This is an optimization exercise on Yosys and OpenROAD, whose aim is small area, a short achievable clock period and few clock cycles per item, not a production implementation.
In this exercise RTL edits were held to simulation tests only and were not proved equivalent to the original.

==> design.v <==
`default_nettype none
module complex_arithmetic_unit #(
  parameter int DATA_WIDTH = 16,
  parameter int FRAC_BITS  = 8,
  localparam int IN_DW     = ((4 * DATA_WIDTH + 7) / 8) * 8,
  localparam int OUT_DW    = ((2 * DATA_WIDTH + 7) / 8) * 8
) (
  input  wire logic              clk,
  input  wire logic              rst_n,
  input  wire logic [IN_DW-1:0]  in_tdata,
  input  wire logic [2:0]        in_tuser,
  input  wire logic              in_tvalid,
  output logic                   in_tready,
  output logic [OUT_DW-1:0]      out_tdata,
  output logic [1:0]             out_tuser,
  output logic                   out_tvalid,
  input  wire logic              out_tready
);
  localparam logic [2:0] MODE_ADD  = 3'd0;
  localparam logic [2:0] MODE_SUB  = 3'd1;
  localparam logic [2:0] MODE_MULT = 3'd2;
  localparam logic [2:0] MODE_DIV  = 3'd3;
  localparam logic [2:0] MODE_NEG  = 3'd4;
  localparam logic [2:0] MODE_MAG  = 3'd5;
  localparam logic [2:0] E_IDLE = 3'd0;
  localparam logic [2:0] E_PROD = 3'd1;
  localparam logic [2:0] E_DIV  = 3'd2;
  localparam logic [2:0] E_SQRT = 3'd3;
  localparam logic [2:0] E_WAIT = 3'd4;    
  localparam logic [2:0] E_FIN  = 3'd5;    
  function automatic logic is_long(input logic [2:0] m);
    is_long = (m == MODE_MULT) || (m == MODE_DIV) || (m == MODE_MAG);
  endfunction
  logic [2:0] est, est_nxt;
  logic [4:0] cnt;
  logic [2:0] op_s, op_e;
  logic       pend;            
  logic       rdy_r;           
  logic       ov_r;            
  logic       accept, fire, ov_nxt, pend_nxt, lin_act, start_long, done;
  assign in_tready  = rdy_r;
  assign accept     = rdy_r && in_tvalid;
  assign lin_act    = (est == E_IDLE) && pend && !is_long(op_s);
  assign start_long = ((est == E_IDLE) || (est == E_FIN)) && pend && is_long(op_s);
  assign fire       = (est == E_FIN) || (lin_act && (!ov_r || out_tready));
  assign ov_nxt     = fire || (ov_r && !out_tready);
  assign done       = ((est == E_PROD) && (cnt[2:0] == 3'd6) && (op_e == MODE_MULT)) ||
                      ((est == E_DIV)  && (cnt == 5'd16)) ||
                      ((est == E_SQRT) && (cnt == 5'd15)) ||
                      (est == E_WAIT);
  always_comb begin
    est_nxt = est;
    if (start_long) begin
      est_nxt = E_PROD;
    end else if (done) begin
      est_nxt = (ov_r && !out_tready) ? E_WAIT : E_FIN;
    end else begin
      case (est)
        E_PROD: if (cnt[2:0] == 3'd6) est_nxt = (op_e == MODE_DIV) ? E_DIV : E_SQRT;
        E_FIN:  est_nxt = E_IDLE;
        default: ;
      endcase
    end
  end
  assign pend_nxt = accept || (pend && !(start_long || (lin_act && fire)));
  always_ff @(posedge clk) begin
    if (!rst_n) begin
      est   <= E_IDLE;
      ov_r  <= 1'b0;
      pend  <= 1'b0;
      rdy_r <= 1'b1;
    end else begin
      est   <= est_nxt;
      ov_r  <= ov_nxt;
      pend  <= pend_nxt;
      rdy_r <= (!pend_nxt && ((est_nxt != E_PROD) || (est == E_PROD && cnt[2:0] == 3'd5))) ||
               (pend_nxt && !is_long(accept ? in_tuser : op_s) && (est_nxt == E_IDLE) && !ov_nxt);
    end
  end
  always_ff @(posedge clk) begin
    if (est_nxt != est || start_long) cnt <= '0;
    else                              cnt <= cnt + 5'd1;
    if (accept) op_s <= in_tuser;
    if (start_long) op_e <= op_s;
  end
  logic signed [15:0] ar, ai, br, bi;
  always_ff @(posedge clk) begin
    if (accept) begin
      ar <= in_tdata[15:0];
      ai <= in_tdata[31:16];
      br <= in_tdata[47:32];
      bi <= in_tdata[63:48];
    end
  end
  logic [49:0] vr, vi;       
  logic [32:0] dreg;
  function automatic logic [2:0] bdec(input logic b2, input logic b1, input logic b0);
    bdec[2] = b2 && !(b1 && b0);
    bdec[1] = (b2 && !b1 && !b0) || (!b2 && b1 && b0);
    bdec[0] = b1 ^ b0;
  endfunction
  logic        smag;                  
  logic [15:0] m_re, m_im;            
  assign smag = (op_s == MODE_MAG);
  assign m_re = smag ? ar : br;
  assign m_im = smag ? ai : bi;
  logic [2:0] dg_re, dg_im;
  logic       in_mag;
  assign in_mag = (in_tuser == MODE_MAG);
  always_ff @(posedge clk) begin
    if (accept) begin
      dg_re <= in_mag ? bdec(in_tdata[1], in_tdata[0], 1'b0)   : bdec(in_tdata[33], in_tdata[32], 1'b0);
      dg_im <= in_mag ? bdec(in_tdata[17], in_tdata[16], 1'b0) : bdec(in_tdata[49], in_tdata[48], 1'b0);
    end else if (start_long) begin
      dg_re <= bdec(m_re[3], m_re[2], m_re[1]);
      dg_im <= bdec(m_im[3], m_im[2], m_im[1]);
    end else if (est == E_PROD) begin
      dg_re <= bdec(vr[3], vr[2], vr[1]);
      dg_im <= bdec(vi[3], vi[2], vi[1]);
    end
  end
  function automatic logic [17:0] bpp(input logic [2:0] dg, input logic flip,
                                      input logic signed [15:0] m);
    logic [17:0] s;
    s = dg[0] ? {{2{m[15]}}, m} : dg[1] ? {m[15], m, 1'b0} : 18'd0;
    bpp = (dg[2] ^ flip) ? ~s : s;
  endfunction
  logic [2:0] op_p;
  logic       first, mul_m, mag_m;
  assign first = (est != E_PROD);
  assign op_p  = first ? op_s : op_e;
  assign mul_m = (op_p == MODE_MULT);
  assign mag_m = (op_p == MODE_MAG);
  function automatic logic [18:0] acc3(input logic [16:0] hi, input logic [17:0] p1,
                                       input logic n1, input logic [17:0] p2,
                                       input logic n2);
    logic [18:0] x, y, z, s, c;
    x = {{2{hi[16]}}, hi};
    y = {p1[17], p1};
    z = {p2[17], p2};
    s = x ^ y ^ z;
    c = {((x[17:0] & y[17:0]) | (x[17:0] & z[17:0]) | (y[17:0] & z[17:0])), n1};
    acc3 = 19'(({s, 1'b1} + {c, n2}) >> 1);
  endfunction
  logic [16:0] hi_r, hi_i, hi_d;
  assign hi_r = first ? 17'd0 : vr[40:24];
  assign hi_i = first ? 17'd0 : vi[40:24];
  assign hi_d = first ? 17'd0 : dreg[32:16];
  logic [2:0] dg_re_c, dg_im_c;    
  assign dg_re_c = mag_m ? 3'b000 : dg_re;
  assign dg_im_c = mag_m ? 3'b000 : dg_im;
  logic [18:0] t_r, t_i, t_d;
  assign t_r = acc3(hi_r, bpp(dg_re, 1'b0, ar), dg_re[2],
                          bpp(dg_im, mul_m, ai), dg_im[2] ^ mul_m);
  assign t_i = acc3(hi_i, bpp(dg_re, 1'b0, ai), dg_re[2],
                          bpp(dg_im, !mul_m, ar), dg_im[2] ^ !mul_m);
  assign t_d = acc3(hi_d, bpp(dg_re_c, 1'b0, br), dg_re_c[2],
                          bpp(dg_im_c, 1'b0, bi), dg_im_c[2]);
  logic xen;                  
  always_ff @(posedge clk) begin
    if (est_nxt == E_DIV || est_nxt == E_SQRT) xen <= (est_nxt != est) || (cnt < 5'd8);
  end
  logic [32:0] mk;
  always_comb begin
    mk = '0;
    for (int j = 0; j < 16; j++) if (cnt[3:0] == 4'(j)) mk[22-j] = (est == E_SQRT);
  end
  logic [32:0] a_r, b_r, a_i, b_i, u_r, u_i, bq;
  logic        s_r, s_i, x_r, x_i, q_r, q_i, nf;
  assign s_r = vr[49];
  assign s_i = vi[49];
  assign nf  = (cnt != 5'd0);
  assign x_r = vr[16] && xen;
  assign x_i = vi[16] && xen;
  assign a_r = {vr[48:17], x_r};
  assign a_i = {vi[48:17], x_i};
  assign bq  = mk | ((mk << 1) & {33{s_r}}) | ((mk << 2) & {33{!s_r && nf}});
  assign b_r = (dreg | bq) ^ {33{!s_r}};
  assign b_i = dreg ^ {33{!s_i}};
  logic [33:0] w_r, w_i;
  assign w_r = {a_r, 1'b1} + {b_r, !s_r};
  assign w_i = {a_i, 1'b1} + {b_i, !s_i};
  assign u_r = w_r[33:1];
  assign u_i = w_i[33:1];
  assign q_r = !u_r[32];
  assign q_i = !u_i[32];
  logic zr_r, zr_i, zf_r, zf_i, xp_r, xp_i, zc_r, zc_i, sn_r, sn_i, nz_r, nz_i;
  assign zr_r = (vr[49:17] == 33'd0);
  assign zr_i = (vi[49:17] == 33'd0);
  assign zc_r = zr_r || (zf_r && !xp_r);
  assign zc_i = zr_i || (zf_i && !xp_i);
  always_ff @(posedge clk) begin
    if (start_long || est == E_PROD) begin
      zf_r <= 1'b0; zf_i <= 1'b0; xp_r <= 1'b0; xp_i <= 1'b0;
      sn_r <= t_r[18]; sn_i <= t_i[18];
    end else if (est == E_DIV) begin
      zf_r <= zc_r; zf_i <= zc_i; xp_r <= x_r; xp_i <= x_i;
    end
    if (start_long) begin
      nz_r <= 1'b0; nz_i <= 1'b0;
    end else if (est == E_PROD && cnt[2:0] < 3'd4) begin
      nz_r <= nz_r || vr[23] || vr[22];
      nz_i <= nz_i || vi[23] || vi[22];
    end
  end
  always_ff @(posedge clk) begin
    if (start_long) begin
      vr <= {{9{t_r[18]}}, t_r, vr[23:16], m_re[15:2]};
      vi <= {{9{t_i[18]}}, t_i, vi[23:16], m_im[15:2]};
      dreg <= {t_d, dreg[15:2]};
    end else begin
      case (est)
        E_PROD: begin
          vr <= {{9{t_r[18]}}, t_r, vr[23:2]};
          vi <= {{9{t_i[18]}}, t_i, vi[23:2]};
          dreg <= {t_d, dreg[15:2]};
        end
        E_DIV, E_SQRT: begin
          vr <= {u_r, vr[15:0], q_r};
          vi <= {u_i, vi[15:0], q_i};
          if (est == E_SQRT && !s_r && nf) dreg <= dreg | (mk << 2);
        end
        default: ;
      endcase
    end
  end
  logic [2:0] op_f;
  logic       dz_e, dz;
  assign op_f = (est == E_FIN) ? op_e : op_s;
  always_ff @(posedge clk) begin
    if (start_long) dz_e <= (br == 16'd0) && (bi == 16'd0);
  end
  assign dz = (op_f == MODE_DIV) && dz_e;
  logic [15:0] res [2];
  logic [1:0]  satv;
  for (genvar p = 0; p < 2; p++) begin : g_fin
    logic [49:0]        v;
    logic signed [15:0] a, b;
    logic               sn, zc, nz;
    logic [16:0]        x, y;
    logic               c, big, zero, sneg;
    logic [18:0]        w;
    logic [17:0]        s;
    assign v  = p ? vi : vr;
    assign a  = p ? ai : ar;
    assign b  = p ? bi : br;
    assign sn = p ? sn_i : sn_r;
    assign zc = p ? zc_i : zc_r;
    assign nz = p ? nz_i : nz_r;
    always_comb begin
      x = '0; y = '0; c = 1'b0; big = 1'b0; zero = 1'b0; sneg = 1'b0;
      case (op_f)
        MODE_ADD: begin x = {a[15], a}; y = {b[15], b}; end
        MODE_SUB: begin x = {a[15], a}; y = ~{b[15], b}; c = 1'b1; end
        MODE_NEG: begin x = ~{a[15], a}; c = 1'b1; end
        MODE_MULT: begin
          x    = v[32:16];
          c    = v[49] && nz;
          big  = !((v[40:32] == 9'h1ff) || (v[40:32] == 9'h000));
          sneg = v[49];
        end
        MODE_DIV: begin
          x    = {sn, v[15:0]};
          c    = sn && !zc;
          big  = (v[16] != sn);
          sneg = sn;
          zero = dz;
        end
        MODE_MAG: begin
          if (p == 0) x = {1'b0, v[15:0]};
          else        zero = 1'b1;
        end
        default: zero = 1'b1;
      endcase
    end
    assign w = {x[16], x, 1'b1} + {y[16], y, c};
    assign s = w[18:1];
    always_comb begin
      satv[p] = 1'b0;
      res[p]  = s[15:0];
      if (zero) begin
        res[p] = 16'd0;
      end else if (big) begin
        satv[p] = 1'b1;
        res[p]  = sneg ? 16'h8000 : 16'h7fff;
      end else if (s[17:15] != 3'b000 && s[17:15] != 3'b111) begin
        satv[p] = 1'b1;
        res[p]  = s[17] ? 16'h8000 : 16'h7fff;
      end
    end
  end
  logic [31:0] od_r;
  logic [1:0]  ou_r;
  always_ff @(posedge clk) begin
    if (fire) begin
      od_r <= {res[1], res[0]};
      ou_r <= {|satv, dz};
    end
  end
  assign out_tvalid = ov_r;
  assign out_tdata  = od_r;
  assign out_tuser  = ou_r;
endmodule
`default_nettype wire
==> run.sh <==
#!/bin/bash
# synth_recipe.tcl (not shown) runs the flow's synth.tcl, then flattens the netlist and writes it again
# the make line also repeats each setting of config.mk as NAME=value (left out here)
make -C /OpenROAD-flow-scripts/flow DESIGN_CONFIG=/design/flow/config.mk WORK_HOME=/design/flow/orfs CLKGATE_MAP_FILE= SYNTH_SCRIPT=/design/flow/synth_recipe.tcl finish
==> config.mk <==
export PLATFORM = sky130hd
export DESIGN_NAME = complex_arithmetic_unit
export DESIGN_NICKNAME = complex_arithmetic_unit
export VERILOG_FILES = /design/flow/design.v
export SDC_FILE = /design/flow/constraint.sdc
export NUM_CORES = 8
export LEC_CHECK = 0
export CAP_MARGIN = 20
export CORE_MARGIN = 2
export CORE_UTILIZATION = 40
export SETUP_SLACK_MARGIN = 5
export SLEW_MARGIN = 20
==> constraint.sdc <==
create_clock -name core_clock -period 10.0 [get_ports {clk}]
set_input_delay 2.0000 -clock core_clock [delete_from_list [all_inputs] [get_ports {clk}]]
set_output_delay 2.0000 -clock core_clock [all_outputs]
set_load 0.01 [all_outputs]
==> results.txt <==
## worst max-delay path, stage by stage (launching register included)
cell	delay [ns]
edfxtp_1	0.61
nor4_1	0.38
nand4_1	0.25
nor3_4	0.25
o311a_4	0.26
inv_1	0.08
fa_2	0.37
a211oi_2	0.30
o21ai_1	0.14
a311oi_2	0.28
buf_4	0.17
o31ai_4	0.08
a221o_2	0.44
o311ai_1	0.23
o21ai_0	0.11
a21boi_2	0.20
a31oi_4	0.22
buf_12	0.16
a21oi_1	0.07
## cells in the final DEF, fill, tap and decap left out, drive strengths merged, types with 45 or more instances in the layout
master	count
and3	50
nand3	47
buf	61
o21ai	197
a31oi	61
ha	161
a21o	94
fa	56
and2	63
a21oi	198
inv	92
edfxtp	244
clkbuf	45
a22oi	109
nand2	379
nor2	198
xor2	62
clkdlybuf4s50	106
xnor2	213
## cell type report
type	count	area [um^2]	area share (%)
flip-flops and latches	264	7740	27.3
repair buffers	169	1710	6.04
clock buffers	43	957	3.37
well taps	782	978	3.45
inverters	89	342	1.20
diodes	1	2.50	0.00882
multi-input cells	2329	16400	57.9
clock inverters	19	209	0.737
## flip-flops by register name (all words and copies together), names as in the netlist, 3 cells and up
name and count:
vi 50, vr 50, dreg 33, od_r 32, ai 16, ar 16, bi 16, br 16
cnt 5, dg_im 3, dg_re 3, est 3, op_e 3, op_s 3
## final timing paths
kind	from	slack, ns	end	depth (start not counted)
setup reg to reg	vi[17]	5.11	od_r[20]	18
hold reg to reg	nz_i	0.45	nz_i	2
hold / removal	nz_i	0.45	nz_i	2
setup / recovery	vi[17]	5.11	od_r[20]	18
## repair_timing
action	4_1_cts	5_1_grt
buffers inserted	15	18
pin swaps	7	15
endpoints found under the setup margin	88	68
hold endpoints to repair	0	0
resized for setup	59	61
cloned	2	4
## stage by stage
step           area, um^2
6_report            28400
5_1_grt             28400
4_1_cts             27800
3_5_place_dp        26200
3_3_place_gp        26200
2_1_floorplan       24500
## layer usage
layer | share of wire [%] | vias to the layer above | global-route usage [%]
li1 | - | 10500 | -
met1 | 43 | 11100 | 37.6
met2 | 45 | 1036 | 43.5
met3 | 7.7 | 181 | 3.77
met4 | 4.1 | 0 | 9.95
met5 | 0 | - | 0
## logic make-up (layout without fill, tap and decap cells)
group | Yosys count | in the layout
buf+inv | 235 | 320
flops | 264 | 264
xor+xnor | 275 | 275
fa+ha+maj | 217 | 217
simple gates | 950 | 951
mux | 27 | 29
other cells | 0 | 1
compound gates | 856 | 857
==> impl_metrics.env <==
export IMPL_start_util_pct=40.5
export IMPL_drc=0
export IMPL_die_area_mm2=0.0632
export IMPL_ys_seq_area_share_pct=31.6
export IMPL_num_nets_final=3176
export IMPL_min_path_type="reg -> reg"
export IMPL_wl_per_cell_um=24.0
export IMPL_clock_skew_ns=0.0322
export IMPL_synth_common_cells="378 x nand2_1, 244 x edfxtp_1, 213 x xnor2_1"
export IMPL_dp_slack_ns=3.37
export IMPL_grt_pass1_wl_um=132000
export IMPL_cts_hold_buf=0
export IMPL_synth_top_cell_area_share_pct=29.9
export IMPL_grt_overflow_total=0
export IMPL_grt_pass1_vias=21100
export IMPL_grt_usage_pct=27.2
export IMPL_crit_type="reg -> reg"
export IMPL_cp_end_kind="flop"
export IMPL_finalWirelength_um=88800
export IMPL_hold_viol_final=0
export IMPL_dr_total_vias=22700
export IMPL_cp_start_kind="flop"
export IMPL_clock_path_buffers=3
export IMPL_viasPerCell=6.15
export IMPL_clockRootBuffer="clkbuf_16"
export IMPL_hold_slack_ns=0.454
export IMPL_synth_top_family_by_area="compound AO/OA/AOI/OAI gates"
export IMPL_rows=90
export IMPL_htreeDepth=2
export IMPL_syn_avg_cell_area_um2=8.67
export IMPL_yosysUniqueCellTypes=88
export IMPL_gp_congestion=0.959
export IMPL_slew_headroom_pct=22.6
export IMPL_fin_ws_ns=5.11
export IMPL_cts_made_buffers=35
export IMPL_yosysWarnings=2
export IMPL_die_h_um=251
export IMPL_fin_setup_tns_ns=0
export IMPL_hpwl_um=66100
export IMPL_synth_xor_area_share_pct=9.84
export IMPL_worstSkewPairLatency_ns=0.58
export IMPL_status="timing/DRC/antenna clean"
export IMPL_die_w_um=251
export IMPL_drtAntennaViolNets=0
export IMPL_syn_nets=3112
export IMPL_yosys_area_share_simple_pct=18.4
export IMPL_areaGrowthSynthToFinish_pct=15.9
export IMPL_worstMarginPinSlew_ns=1.16
export IMPL_io_pins=107
export IMPL_dr_pass1_iters=7
export IMPL_cts_sinks=264
export IMPL_fillCellCount=5685
export IMPL_antenna_found_initial=1
export IMPL_drtIter0Drc=2503
export IMPL_critPathArrivalTime_ns=5.19
export IMPL_setup_viol_count_final=0
export IMPL_synth_edff_count=244
export IMPL_drive_gt1_share_pct=7.76
export IMPL_rsz0062_at_grt="true"
export IMPL_grt_max_degree=72
export IMPL_ys_flop_type="edfxtp_1"
export IMPL_drv_slew=0
export IMPL_crit_fanout=14
export IMPL_muxShareOfSynthArea_pct=1.18
export IMPL_netlist_instances=2824
export IMPL_final_cells=3696
export IMPL_syn_area_mm2=0.0245
export IMPL_cts_tree="built"
export IMPL_period_share_pct=48.9
export IMPL_io_buffers=106
export IMPL_fmax_mhz=205
export IMPL_coreArea_mm2=0.0605
export IMPL_synth_seq_cells=264
export IMPL_yosysMostFrequentCell="nand2_1"
export IMPL_clkTransAtPathRegs_ns=0.06
export IMPL_synth_compound_area_share_pct=22.5
export IMPL_final_core_util_pct=46.9
export IMPL_synth_area_leader_cell="edfxtp_1"
export IMPL_period_needed_ns=4.89
export IMPL_maxCapViolCount=0
export IMPL_async_flop_share_pct=0
export IMPL_dp_cells=3594
export IMPL_crit_required_ns=10.30
export IMPL_yosys_top_cells_area="edfxtp_1 30%, ha_1 8.2%, xnor2_1 7.6%, nand2_1 5.8%, fa_1 4.6%"
export IMPL_synth_fa_ha_area_share_pct=12.8
Testbench counts, summed over its fixed seeds: cycles 336,030, items 32,000.

## port drivers added, routing unchanged
Ports are ideal in the flow. The routed layout listed here was re-timed in OpenROAD.
Step 1 sets driving cells, clkbuf_16 on the clock port and buf_2 on the other inputs (assumed; they add their load-dependent delay and slew).
Step 2 adds t to the input delays and takes it off the output delays; t is the mean of the earliest and latest rising clock arrival at the registers after step 1. Input paths then give back, and output paths get back, about the clock's delay inside the block.
Three values: no drivers, after step 1, after step 2; two values: the first two.
shift t [ns]: 0.629
setup slack, ns: 5.110 / 5.110 / 5.110
worst hold slack (ns): 0.454 / 0.454 / 0.454
worst register clock-pin slew, ns: 0.07 / 0.07
pins driven straight from the clock port: 1
After both steps this run still meets setup and hold. The setup slack of this run moves by 0.000 ns with the drivers and by 0.000 ns with both steps.
